From an optimization exercise on the open Yosys and OpenROAD flow, aimed at a short achievable clock period and few clock cycles per item; shortcuts taken in it are not production practice.
Power and IR drop assume default switching activity.

Design bsr_scheduler, start of the top module:
module bsr_scheduler
#(
    parameter int BLOCK_DIM = 8   
) (
    input  wire logic        clk_gated,
    input  wire logic        rst_n,
    input  wire logic        start,
    input  wire logic [15:0] cfg_num_block_rows,
    output logic             meta_rd_en,
    output bsr_format_pkg::meta_req_t meta_req,
    input  wire logic [31:0] meta_rd_data,
    input  wire logic        meta_rd_valid,
    output logic             block_rd_en,
    output logic [31:0]      block_rd_addr,
    input  wire logic [7:0]  block_rd_data,
    output logic             systolic_valid,
    output logic [8*BLOCK_DIM*BLOCK_DIM-1:0] systolic_block,
    output bsr_sched_pkg::block_pos_t systolic_pos,
    input  wire logic        systolic_ready,
    input  wire logic        systolic_done,
    output logic             busy,
    output logic             done,
    output logic [31:0]      blocks_processed
);
    localparam int NBYTES = BLOCK_DIM * BLOCK_DIM;
    localparam int CNT_W  = $clog2(NBYTES);
    localparam logic [CNT_W-1:0] KLAST = CNT_W'(NBYTES - 1);
    localparam int MS_RP0  = 0;   
    localparam int MS_RP   = 1;   
    localparam int MS_CHKA = 2;   
    localparam int MS_CHK  = 3;   
    localparam int MS_COL  = 4;   
    localparam int MS_NROW = 5;   
    localparam int MS_END  = 6;   
    localparam int MS_N    = 7;
    logic            run_start;   
    logic            hand;        
    logic [MS_N-1:0] ms;
    logic            q0v, q1v;    
    logic            pop;         
    logic            nbusy;       
    logic            ofree;       
  ...
For scale: about 2300 cells after synthesis, ~33000 sq um of cells after synthesis.
clock: 4.0 ns
lec_check: 0
cap_margin: 20
core_margin: 2
core_utilization: 40
cts_cluster_diameter: 100
cts_cluster_size: 25
place_density: 0.6
setup_slack_margin: 2.2
slew_margin: 20
run.sh (not shown) runs the stock make flow with config.mk's settings and CLKGATE_MAP_FILE= SYNTH_SCRIPT=/design/flow/synth_recipe.tcl, a recipe that flattens the netlist after the stock synthesis.
Rerun with:
--- a/flow/design.v
+++ b/flow/design.v
@@ -73,46 +73,46 @@
     localparam int MS_END  = 6;   
     localparam int MS_N    = 7;
     logic            run_start;   
     logic            hand;        
     logic [MS_N-1:0] ms;
     logic            q0v, q1v;    
     logic            pop;         
     logic            nbusy;       
-    logic            ofree;       
+    logic            vld_i;       
     assign run_start = start & nbusy;
-    assign hand      = ~ofree & systolic_ready;
+    assign hand      = vld_i & systolic_ready;
     logic [15:0] num_rows;
     logic        abusy;   
     logic        fin;     
     logic        busy_n;
     logic        done_n;
-    assign fin = ~nbusy & ms[MS_END] & ~q0v & ofree & (~abusy | systolic_done);
+    assign fin = ~nbusy & ms[MS_END] & ~q0v & ~vld_i & (~abusy | systolic_done);
     always_comb begin
         busy_n = ~nbusy;
         done_n = done;
         if (run_start) begin
             busy_n = (cfg_num_block_rows != 16'd0);
             done_n = (cfg_num_block_rows == 16'd0);   
         end else if (fin) begin
             busy_n = 1'b0;
             done_n = 1'b1;
         end
     end
     always_ff @(posedge clk_gated or negedge rst_n) begin
         if (!rst_n) begin
-            busy  <= 1'b0;
-            nbusy <= 1'b1;
-            done  <= 1'b0;
-            abusy <= 1'b0;
+            busy   <= 1'b0;
+            nbusy  <= 1'b1;
+            done   <= 1'b0;
+            abusy  <= 1'b0;
         end else begin
-            busy  <= busy_n;
-            nbusy <= ~busy_n;
-            done  <= done_n;
+            busy   <= busy_n;
+            nbusy  <= ~busy_n;
+            done <= done_n;
             if (run_start) begin
                 abusy <= 1'b0;
             end else if (hand) begin
                 abusy <= 1'b1;
             end else if (systolic_done) begin
                 abusy <= 1'b0;
             end
         end
@@ -248,17 +248,16 @@
         end else if (pop) begin
             q0 <= q1;
         end
         if (push) begin
             q1 <= {r, md_q};
         end
     end
     logic             srun;     
-    logic             nrd;      
     logic             rd;       
     logic             rd_x;     
     logic [15:0]      jr_n;     
     logic [15:0]      jr_c;     
     logic [15:0]      jr_x;
     logic [15:0]      jr1;      
     logic [CNT_W-1:0] kr_n;     
     logic [CNT_W-1:0] kr_c;     
@@ -269,21 +268,19 @@
     logic             v1;       
     logic             l1;       
     logic             acc;      
     logic             drop;     
     logic             sgo;      
     logic             stop;
     logic [31:0]      pos_n;    
     logic [31:0]      pos_x;
-    logic             valid_x;
-    assign rd   = ~nrd;
     assign jr_c = ~jr_n;
     assign kr_c = ~kr_n;
-    assign acc  = ofree | systolic_ready;
+    assign acc  = ~vld_i | systolic_ready;
     assign drop = v1 & ~acc;
     assign pop  = v1 & l1;   
     assign stop = ms[MS_END] & ~q0v;
     assign sgo  = ms[MS_RP0] & pending & meta_rd_valid;
     always_comb begin
         kr_x = kr_c;
         jr_x = jr_c;
         if (sgo) begin
@@ -305,57 +302,49 @@
             rd_x = srun & ((kr_x != KLAST) | q0v);
         end
     end
     assign block_rd_addr = {10'd0, jr_q, kr_q};
     always_ff @(posedge clk_gated or negedge rst_n) begin
         if (!rst_n) begin
             srun        <= 1'b0;
             block_rd_en <= 1'b0;
-            nrd         <= 1'b1;
             v1          <= 1'b0;
             l1          <= 1'b0;
         end else begin
             v1          <= rd & ~drop;   
             l1          <= rd & (kr_c == KLAST);
             block_rd_en <= rd_x;
-            nrd         <= ~rd_x;
             if (run_start | stop) begin
                 srun <= 1'b0;
             end else if (sgo) begin
                 srun <= 1'b1;
             end
         end
     end
     always_ff @(posedge clk_gated) begin
+        rd   <= rd_x;   
         jr1  <= jr_c + 16'd1;
         k1   <= kr_c;
         jr_q <= jr_x;
         jr_n <= ~jr_x;
         kr_q <= kr_x;
         kr_n <= ~kr_x;
-        systolic_pos <= pos_x;
-        pos_n        <= ~pos_x;
-    end
-    always_ff @(posedge clk_gated or negedge rst_n) begin
-        if (!rst_n) begin
-            systolic_block <= '0;
-        end else begin
-            for (int b = 0; b < NBYTES; b++) begin
-                if (v1 & acc & (k1 == CNT_W'(b))) begin
-                    systolic_block[8*b +: 8] <= block_rd_data;   
-                end
+        for (int b = 0; b < NBYTES; b++) begin
+            if (v1 & acc & (k1 == CNT_W'(b))) begin
+                systolic_block[8*b +: 8] <= block_rd_data;   
             end
         end
+        systolic_pos <= pos_x;
+        pos_n        <= ~pos_x;
     end
     assign pos_x   = pop ? q0 : ~pos_n;
-    assign valid_x = pop | (~ofree & ~systolic_ready);
     always_ff @(posedge clk_gated or negedge rst_n) begin
         if (!rst_n) begin
             systolic_valid <= 1'b0;
-            ofree          <= 1'b1;
+            vld_i          <= 1'b0;
         end else begin
-            systolic_valid <= valid_x;
-            ofree          <= ~valid_x;
+            systolic_valid <= pop | (systolic_valid & ~systolic_ready);
+            vld_i          <= pop | (vld_i & ~systolic_ready);
         end
     end
 endmodule
 `default_nettype wire
After rerunning: Cell count fell by about 24%. Worst setup slack is better by 0.0071 ns. Count of clock-buffer cells in the layout decreases by 1. Fmax climbs by about 0.32%. Utilization decreases by 7.5 points. Synthesized area goes down by about 10%. Design area falls by about 22%. Worst hold slack improves by 0.086 ns. Die area shrinks by about 10%. Total power went down by 20%.
No functional check of the RTL was part of any run of this note.

separate check: timing with driven ports:
The results above use ideal ports. As a check the final layouts listed here were re-extracted and re-timed, cells and wires unchanged. Step 1 (the two cells are an assumption about what drives the block):
set clk [get_ports {clk_gated}]
set_driving_cell -lib_cell sky130_fd_sc_hd__clkbuf_16 $clk
set_driving_cell -lib_cell sky130_fd_sc_hd__buf_2 [delete_from_list [all_inputs] $clk]
Step 2 adds t to the input delays and takes it off the output delays; t is the mean of the earliest and latest rising clock arrival at the registers after step 1. Input paths then give back, and output paths get back, about the clock's delay inside the block. a / b / c = ideal ports / drivers / drivers and shift; a / b = the first two.
| run | t (ns) | slack for setup (ns) | pins driven straight from the clock port |
|---|---|---|---|
| the first run | 0.676 | 1.795 / 1.795 / 1.354 | 1 |
| the second run | 0.649 | 1.802 / 1.739 / 1.183 | 1 |
After both steps every run listed still meets setup and hold. For the second run, which loses most, drivers alone change the setup slack by -0.063 ns; drivers and shift together by -0.619 ns.
